Source: an optimization exercise on an open RTL-to-GDS flow (aim: small area, a short achievable clock period and few clock cycles per item). Production flows keep margins and buffers that such runs may drop. Where RTL was checked, it was by simulation tests only, not by an equivalence proof against the original.

==> flow/design.v <==
package mavg_pkg;
  localparam int WIN_W  = 7;
  localparam int CNT_W  = 7;
  localparam int FRAC_W = 8;
  localparam int AVG_W  = 24;
  localparam logic [WIN_W-1:0] WIN_RESET = WIN_W'(3);
  typedef enum logic [1:0] {
    ST_IDLE,
    ST_DIV,
    ST_DONE
  } state_t;
endpackage
module moving_average_warmup #(
  parameter int MAX_WINDOW  = 64,
  parameter int SAMPLE_BITS = 16
) (
  input  logic                         clk,
  input  logic                         rst_n,
  input  logic                         in_valid,
  output logic                         in_stall,
  input  logic [SAMPLE_BITS-1:0]       in_sample,
  input  logic                         in_series_start,
  output logic                         out_valid,
  input  logic                         out_stall,
  output logic [mavg_pkg::AVG_W-1:0]   out_average,
  input  logic                         cfg_wr_en,
  input  logic [mavg_pkg::WIN_W-1:0]   cfg_wr_data
);
  localparam int NST = 12;   
  logic en_r;           
  logic stall_r;        
  logic ov_r, sv_r;     
  logic [23:0] oq_r, sq_r;
  logic [5:0] em1_r;    
  logic [6:0] c_r;      
  logic       full_r;   
  logic       acc;
  logic       first_n, drop_n;
  logic [5:0] cm1_n;
  logic [5:0] em1_cfg;
  logic [6:0] c_inc;
  assign acc     = in_valid & en_r;
  assign first_n = in_series_start | (c_r == 7'd0);
  assign drop_n  = ~first_n & full_r;
  assign cm1_n   = in_series_start ? 6'd0 : (full_r ? em1_r : c_r[5:0]);
  assign em1_cfg = (cfg_wr_data == 7'd0) ? 6'd0 :
                   (cfg_wr_data > 7'd64) ? 6'd63 : 6'(cfg_wr_data - 7'd1);
  assign c_inc   = {1'b0, cm1_n} + 7'd1;
  always_ff @(posedge clk) begin
    if (!rst_n) begin
      em1_r  <= 6'd2;
      c_r    <= 7'd0;
      full_r <= 1'b0;
    end else if (cfg_wr_en) begin
      em1_r  <= em1_cfg;
      c_r    <= 7'd0;
      full_r <= 1'b0;
    end else if (acc) begin
      c_r    <= c_inc;
      full_r <= (cm1_n == em1_r);
    end
  end
  logic        v0;
  logic [15:0] x0;
  logic [15:0] sr [64];
  logic [15:0] old_n;
  logic [8:0]  osel;
  logic        oself;
  always_comb begin
    oself = v0 && (em1_r == 6'd0);
    for (int j = 0; j < 9; j++) begin
      osel[j] = v0 ? (j == int'(em1_r[2:0]) && em1_r != 6'd0)
                   : (j == int'(em1_r[2:0]) + 1);
    end
    old_n = {16{oself}} & x0;
    for (int j = 0; j < 9; j++) old_n = old_n | ({16{osel[j]}} & sr[55 + j]);
  end
  logic                   first0;
  logic [15:0]            old0;     
  logic [2:0]             blk0;     
  logic [5:0]             cm1_0;
  always_ff @(posedge clk) begin
    if (!rst_n) v0 <= 1'b0;
    else if (en_r) v0 <= in_valid;
  end
  always_ff @(posedge clk) begin
    if (en_r) begin
      x0     <= in_sample;
      first0 <= first_n;
      old0   <= drop_n ? old_n : 16'd0;
      blk0   <= em1_r[5:3];
      cm1_0  <= cm1_n;
    end
  end
  logic        v1, first1;
  logic [16:0] d1;
  logic [5:0]  cm1_1;
  always_ff @(posedge clk) begin
    if (en_r && v0) begin
      for (int k = 0; k < 64; k++) begin
        if (k == 0) begin
          sr[k] <= x0;
        end else if (k % 8 == 0) begin
          sr[k] <= (blk0 == 3'(7 - k / 8)) ? x0 : sr[k-1];
        end else begin
          sr[k] <= sr[k-1];
        end
      end
    end
  end
  logic [16:0] d_n;
  mavg_delta u_delta (.x(x0), .o(old0), .y(d_n));
  always_ff @(posedge clk) begin
    if (!rst_n) v1 <= 1'b0;
    else if (en_r) v1 <= v0;
  end
  always_ff @(posedge clk) begin
    if (en_r) begin
      d1     <= d_n;
      first1 <= first0;
      cm1_1  <= cm1_0;
    end
  end
  logic        vb, first_b, kap_b;
  logic [10:0] l_r;
  logic [5:0]  dh_b;
  logic [5:0]  cm1_b;
  logic [11:0] l_n;
  mavg_add11 u_add_lo (.a(first1 ? 11'd0 : l_r), .b(d1[10:0]), .cin(1'b0), .y(l_n));
  always_ff @(posedge clk) begin
    if (!rst_n) vb <= 1'b0;
    else if (en_r) vb <= v1;
  end
  always_ff @(posedge clk) begin
    if (en_r) begin
      first_b <= first1;
      kap_b   <= l_n[11];
      dh_b    <= d1[16:11];
      cm1_b   <= cm1_1;
      if (v1) l_r <= l_n[10:0];
    end
  end
  logic        vs;
  logic [10:0] h_r, l_c;
  logic [5:0]  cm1_s;
  logic [7:0]  k3_s;
  logic [11:0] h_n;
  mavg_add11 u_add_hi (.a(first_b ? 11'd0 : h_r), .b({{5{dh_b[5]}}, dh_b}), .cin(kap_b),
                       .y(h_n));
  always_ff @(posedge clk) begin
    if (!rst_n) vs <= 1'b0;
    else if (en_r) vs <= vb;
  end
  always_ff @(posedge clk) begin
    if (en_r) begin
      l_c   <= l_r;
      cm1_s <= cm1_b;
      k3_s  <= {1'b0, cm1_b, 1'b0} + {2'b00, cm1_b} + 8'd2;   
      if (vb) h_r <= h_n[10:0];
    end
  end
  logic        dv   [NST+1];
  logic [5:0]  drem [NST+1];
  logic [23:0] dw   [NST+1];
  logic [5:0]  dcm1 [NST+1];
  logic [7:0]  dk3  [NST+1];
  assign dv[0]   = vs;
  assign drem[0] = h_r[10:5];
  assign dw[0]   = {h_r[4:0], l_c, 8'd0};
  assign dcm1[0] = cm1_s;
  assign dk3[0]  = k3_s;
  for (genvar j = 0; j < NST; j++) begin : g_div
    logic [7:0]  res;
    logic [5:0]  rem_c;
    logic [23:0] w_c;
    mavg_digit u_digit (.rem(drem[j]), .b(dw[j][23:22]), .m(dcm1[j]), .k3(dk3[j]), .res(res));
    assign rem_c = res[5:0];
    assign w_c   = {dw[j][21:0], res[7:6]};
    if (j < NST - 1) begin : g_reg
      logic        v_q;
      logic [5:0]  rem_q, cm1_q;
      logic [7:0]  k3_q;
      logic [23:0] w_q;
      always_ff @(posedge clk) begin
        if (!rst_n) v_q <= 1'b0;
        else if (en_r) v_q <= dv[j];
      end
      always_ff @(posedge clk) begin
        if (en_r) begin
          rem_q <= rem_c;
          w_q   <= w_c;
          cm1_q <= dcm1[j];
          k3_q  <= dk3[j];
        end
      end
      assign dv[j+1]   = v_q;
      assign drem[j+1] = rem_q;
      assign dw[j+1]   = w_q;
      assign dcm1[j+1] = cm1_q;
      assign dk3[j+1]  = k3_q;
    end else begin : g_last
      assign dv[j+1]   = dv[j];
      assign drem[j+1] = rem_c;
      assign dw[j+1]   = w_c;
      assign dcm1[j+1] = dcm1[j];
      assign dk3[j+1]  = dk3[j];
    end
  end
  logic push, take, ov_n, sv_n;
  assign push = en_r & dv[NST];
  assign take = ~ov_r | ~out_stall;
  assign ov_n = take ? (sv_r | push) : 1'b1;
  assign sv_n = take ? (sv_r & push) : (sv_r | push);
  always_ff @(posedge clk) begin
    if (!rst_n) begin
      ov_r    <= 1'b0;
      sv_r    <= 1'b0;
      en_r    <= 1'b1;
      stall_r <= 1'b0;
    end else begin
      ov_r    <= ov_n;
      sv_r    <= sv_n;
      en_r    <= ~(ov_n & sv_n);
      stall_r <= ov_n & sv_n;
    end
  end
  always_ff @(posedge clk) begin
    if (take) oq_r <= sv_r ? sq_r : dw[NST];
    if (en_r && (sv_r ? take : 1'b1)) sq_r <= dw[NST];
  end
  assign in_stall    = stall_r;
  assign out_valid   = ov_r;
  assign out_average = oq_r;
endmodule
module mavg_digit (
  input  logic [5:0] rem,
  input  logic [1:0] b,
  input  logic [5:0] m,
  input  logic [7:0] k3,
  output logic [7:0] res
);
  function automatic logic [6:0] sub8(input logic [7:0] t, input logic [7:0] k);
    logic [7:0] nk, gg, pp;
    nk = ~k;
    gg = t & nk;
    pp = t | nk;
    for (int d = 1; d < 8; d = d * 2) begin
      for (int i = 7; i >= d; i--) begin
        gg[i] = gg[i] | (pp[i] & gg[i-d]);
        pp[i] = pp[i] & pp[i-d];
      end
    end
    sub8 = {gg[7], nk[5:0] ^ {gg[4:0], 1'b0}};
  endfunction
  logic [7:0] t;
  logic [6:0] s1, s2, s3;
  logic       q3, q2, q1;
  assign t  = {rem, b};
  assign s1 = sub8(t, {2'b00, m});
  assign s2 = sub8(t, {1'b0, m, 1'b1});
  assign s3 = sub8(t, k3);
  assign q3 = s3[6];
  assign q2 = s2[6] & ~s3[6];
  assign q1 = s1[6] & ~s2[6];
  assign res[7:6] = {s2[6], q3 | q1};
  assign res[5:0] = t[5:0] ^ (({6{q3}} & s3[5:0]) | ({6{q2}} & s2[5:0]) |
                              ({6{q1}} & s1[5:0]));
endmodule
module mavg_delta (
  input  logic [15:0] x,
  input  logic [15:0] o,
  output logic [16:0] y
);
  function automatic logic [24:0] add24(input logic [23:0] a, input logic [23:0] b,
                                        input logic cin);
    logic [23:0] gg, pp;
    logic [24:0] cy;
    logic        g0alt;
    gg = a & b;
    pp = a | b;
    gg[0] = gg[0] | (pp[0] & cin);
    g0alt = ~((~a[0] | ~b[0]) & ~((a[0] | b[0]) & cin));
    for (int d = 1; d < 24; d = d * 2) begin
      for (int i = 23; i >= d; i--) begin
        gg[i] = gg[i] | (pp[i] & ((d == 1 && i == 1) ? g0alt : gg[i-d]));
        pp[i] = pp[i] & pp[i-d];
      end
    end
    cy = {gg, cin};
    add24 = {cy[24], a ^ (b ^ cy[23:0])};
  endfunction
  logic [24:0] r;
  assign r = add24({8'd0, x}, ~{8'd0, o}, 1'b1);
  assign y = r[16:0];
endmodule
module mavg_add11 (
  input  logic [10:0] a,
  input  logic [10:0] b,
  input  logic        cin,
  output logic [11:0] y
);
  function automatic logic [24:0] add24(input logic [23:0] a, input logic [23:0] b,
                                        input logic cin);
    logic [23:0] gg, pp;
    logic [24:0] cy;
    logic        g0alt;
    gg = a & b;
    pp = a | b;
    gg[0] = gg[0] | (pp[0] & cin);
    g0alt = ~((~a[0] | ~b[0]) & ~((a[0] | b[0]) & cin));
    for (int d = 1; d < 24; d = d * 2) begin
      for (int i = 23; i >= d; i--) begin
        gg[i] = gg[i] | (pp[i] & ((d == 1 && i == 1) ? g0alt : gg[i-d]));
        pp[i] = pp[i] & pp[i-d];
      end
    end
    cy = {gg, cin};
    add24 = {cy[24], a ^ (b ^ cy[23:0])};
  endfunction
  logic [24:0] r;
  assign r = add24({13'd0, a}, {13'd0, b}, cin);
  assign y = r[11:0];
endmodule
Settings: LEC_CHECK=0, CAP_MARGIN=20, CORE_MARGIN=2, CORE_UTILIZATION=35, CTS_CLUSTER_DIAMETER=60, CTS_CLUSTER_SIZE=30, SETUP_SLACK_MARGIN=3.6, SLEW_MARGIN=20, SYNTH_HIERARCHICAL=1, SYNTH_MINIMUM_KEEP_SIZE=0, TNS_END_PERCENT=5; clock period 6.0 ns.
run.sh (not shown) runs the stock make flow with config.mk's settings and CLKGATE_MAP_FILE= SYNTH_SCRIPT=/design/flow/synth_recipe.tcl, a recipe that flattens the netlist after the stock synthesis.
Then changed:
--- a/flow/design.v
+++ b/flow/design.v
@@ -65,17 +65,17 @@
   logic [15:0] sr [64];
   logic [15:0] old_n;
   logic [8:0]  osel;
   logic        oself;
-  always_comb begin
-    oself = v0 && (em1_r == 6'd0);
-    for (int j = 0; j < 9; j++) begin
-      osel[j] = v0 ? (j == int'(em1_r[2:0]) && em1_r != 6'd0)
-                   : (j == int'(em1_r[2:0]) + 1);
-    end
-    old_n = {16{oself}} & x0;
-    for (int j = 0; j < 9; j++) old_n = old_n | ({16{osel[j]}} & sr[55 + j]);
+  logic [15:0] oacc [10];
+  assign oself   = v0 && (em1_r == 6'd0);
+  assign oacc[0] = {16{oself}} & x0;
+  for (genvar j = 0; j < 9; j++) begin : g_old
+    assign osel[j]   = v0 ? ({1'b0, em1_r[2:0]} == 4'(j) && em1_r != 6'd0)
+                          : ({1'b0, em1_r[2:0]} + 4'd1 == 4'(j));
+    assign oacc[j+1] = oacc[j] | ({16{osel[j]}} & sr[55 + j]);
   end
+  assign old_n = oacc[9];
   logic                   first0;
   logic [15:0]            old0;     
   logic [2:0]             blk0;     
   logic [5:0]             cm1_0;
@@ -172,9 +172,10 @@
   for (genvar j = 0; j < NST; j++) begin : g_div
     logic [7:0]  res;
     logic [5:0]  rem_c;
     logic [23:0] w_c;
-    mavg_digit u_digit (.rem(drem[j]), .b(dw[j][23:22]), .m(dcm1[j]), .k3(dk3[j]), .res(res));
+    mavg_digit #(.ZERO_B(j >= 8), .NO_REM(j == NST - 1)) u_digit (
+      .rem(drem[j]), .b(dw[j][23:22]), .m(dcm1[j]), .k3(dk3[j]), .res(res));
     assign rem_c = res[5:0];
     assign w_c   = {dw[j][21:0], res[7:6]};
     if (j < NST - 1) begin : g_reg
       logic        v_q;
@@ -231,9 +232,12 @@
   assign in_stall    = stall_r;
   assign out_valid   = ov_r;
   assign out_average = oq_r;
 endmodule
-module mavg_digit (
+module mavg_digit #(
+  parameter bit ZERO_B = 1'b0,
+  parameter bit NO_REM = 1'b0
+) (
   input  logic [5:0] rem,
   input  logic [1:0] b,
   input  logic [5:0] m,
   input  logic [7:0] k3,
@@ -254,17 +258,17 @@
   endfunction
   logic [7:0] t;
   logic [6:0] s1, s2, s3;
   logic       q3, q2, q1;
-  assign t  = {rem, b};
+  assign t  = {rem, ZERO_B ? 2'b00 : b};
   assign s1 = sub8(t, {2'b00, m});
   assign s2 = sub8(t, {1'b0, m, 1'b1});
   assign s3 = sub8(t, k3);
   assign q3 = s3[6];
   assign q2 = s2[6] & ~s3[6];
   assign q1 = s1[6] & ~s2[6];
   assign res[7:6] = {s2[6], q3 | q1};
-  assign res[5:0] = t[5:0] ^ (({6{q3}} & s3[5:0]) | ({6{q2}} & s2[5:0]) |
+  assign res[5:0] = NO_REM ? 6'd0 : t[5:0] ^ (({6{q3}} & s3[5:0]) | ({6{q2}} & s2[5:0]) |
                               ({6{q1}} & s1[5:0]));
 endmodule
 module mavg_delta (
   input  logic [15:0] x,
What happened:
- area after synthesis falls by 2.0%
- utilization rises by 0.35 points
- synthesized cell count falls by 4.1%
- die area falls by 2.0%
- final area falls by 1.4%
- setup slack improved by 0.044 ns
- via count falls by 2.5%
- sequential share of layout area rises by 0.82 points
Testbench counts after the change, summed over its fixed seeds: cycles 3,360, items 3,200.
No functional check of the RTL was part of the first run of this note.

[re-timing with driven ports]
In the flow no input, the clock included, has a driving cell. The finished layouts below were timed again as built, in two steps. Step 1 sets driving cells, clkbuf_16 on the clock port and buf_2 on the other inputs (assumed; they add their load-dependent delay and slew). Step 2 times the ports against the registers' clock, not the clock port: input delays grow and output delays shrink by t, the midpoint of the rising clock arrivals with the driver on. a / b / c = ideal ports / drivers / drivers and shift; a / b = the first two.
| run | shift t [ns] | slack for setup (ns) | worst hold slack (ns) | worst register clock-pin slew, ns |
|---|---|---|---|---|
| the first run | 0.818 | 3.378 / 3.378 / 2.756 | 0.389 / 0.389 / 0.389 | 0.11 / 0.11 |
| the second run | 0.816 | 3.421 / 3.421 / 2.769 | 0.387 / 0.387 / 0.387 | 0.11 / 0.11 |
After both steps setup and hold are still met in every run listed. For the second run, which loses most, drivers alone change the setup slack by 0.000 ns; drivers and shift together by -0.652 ns.
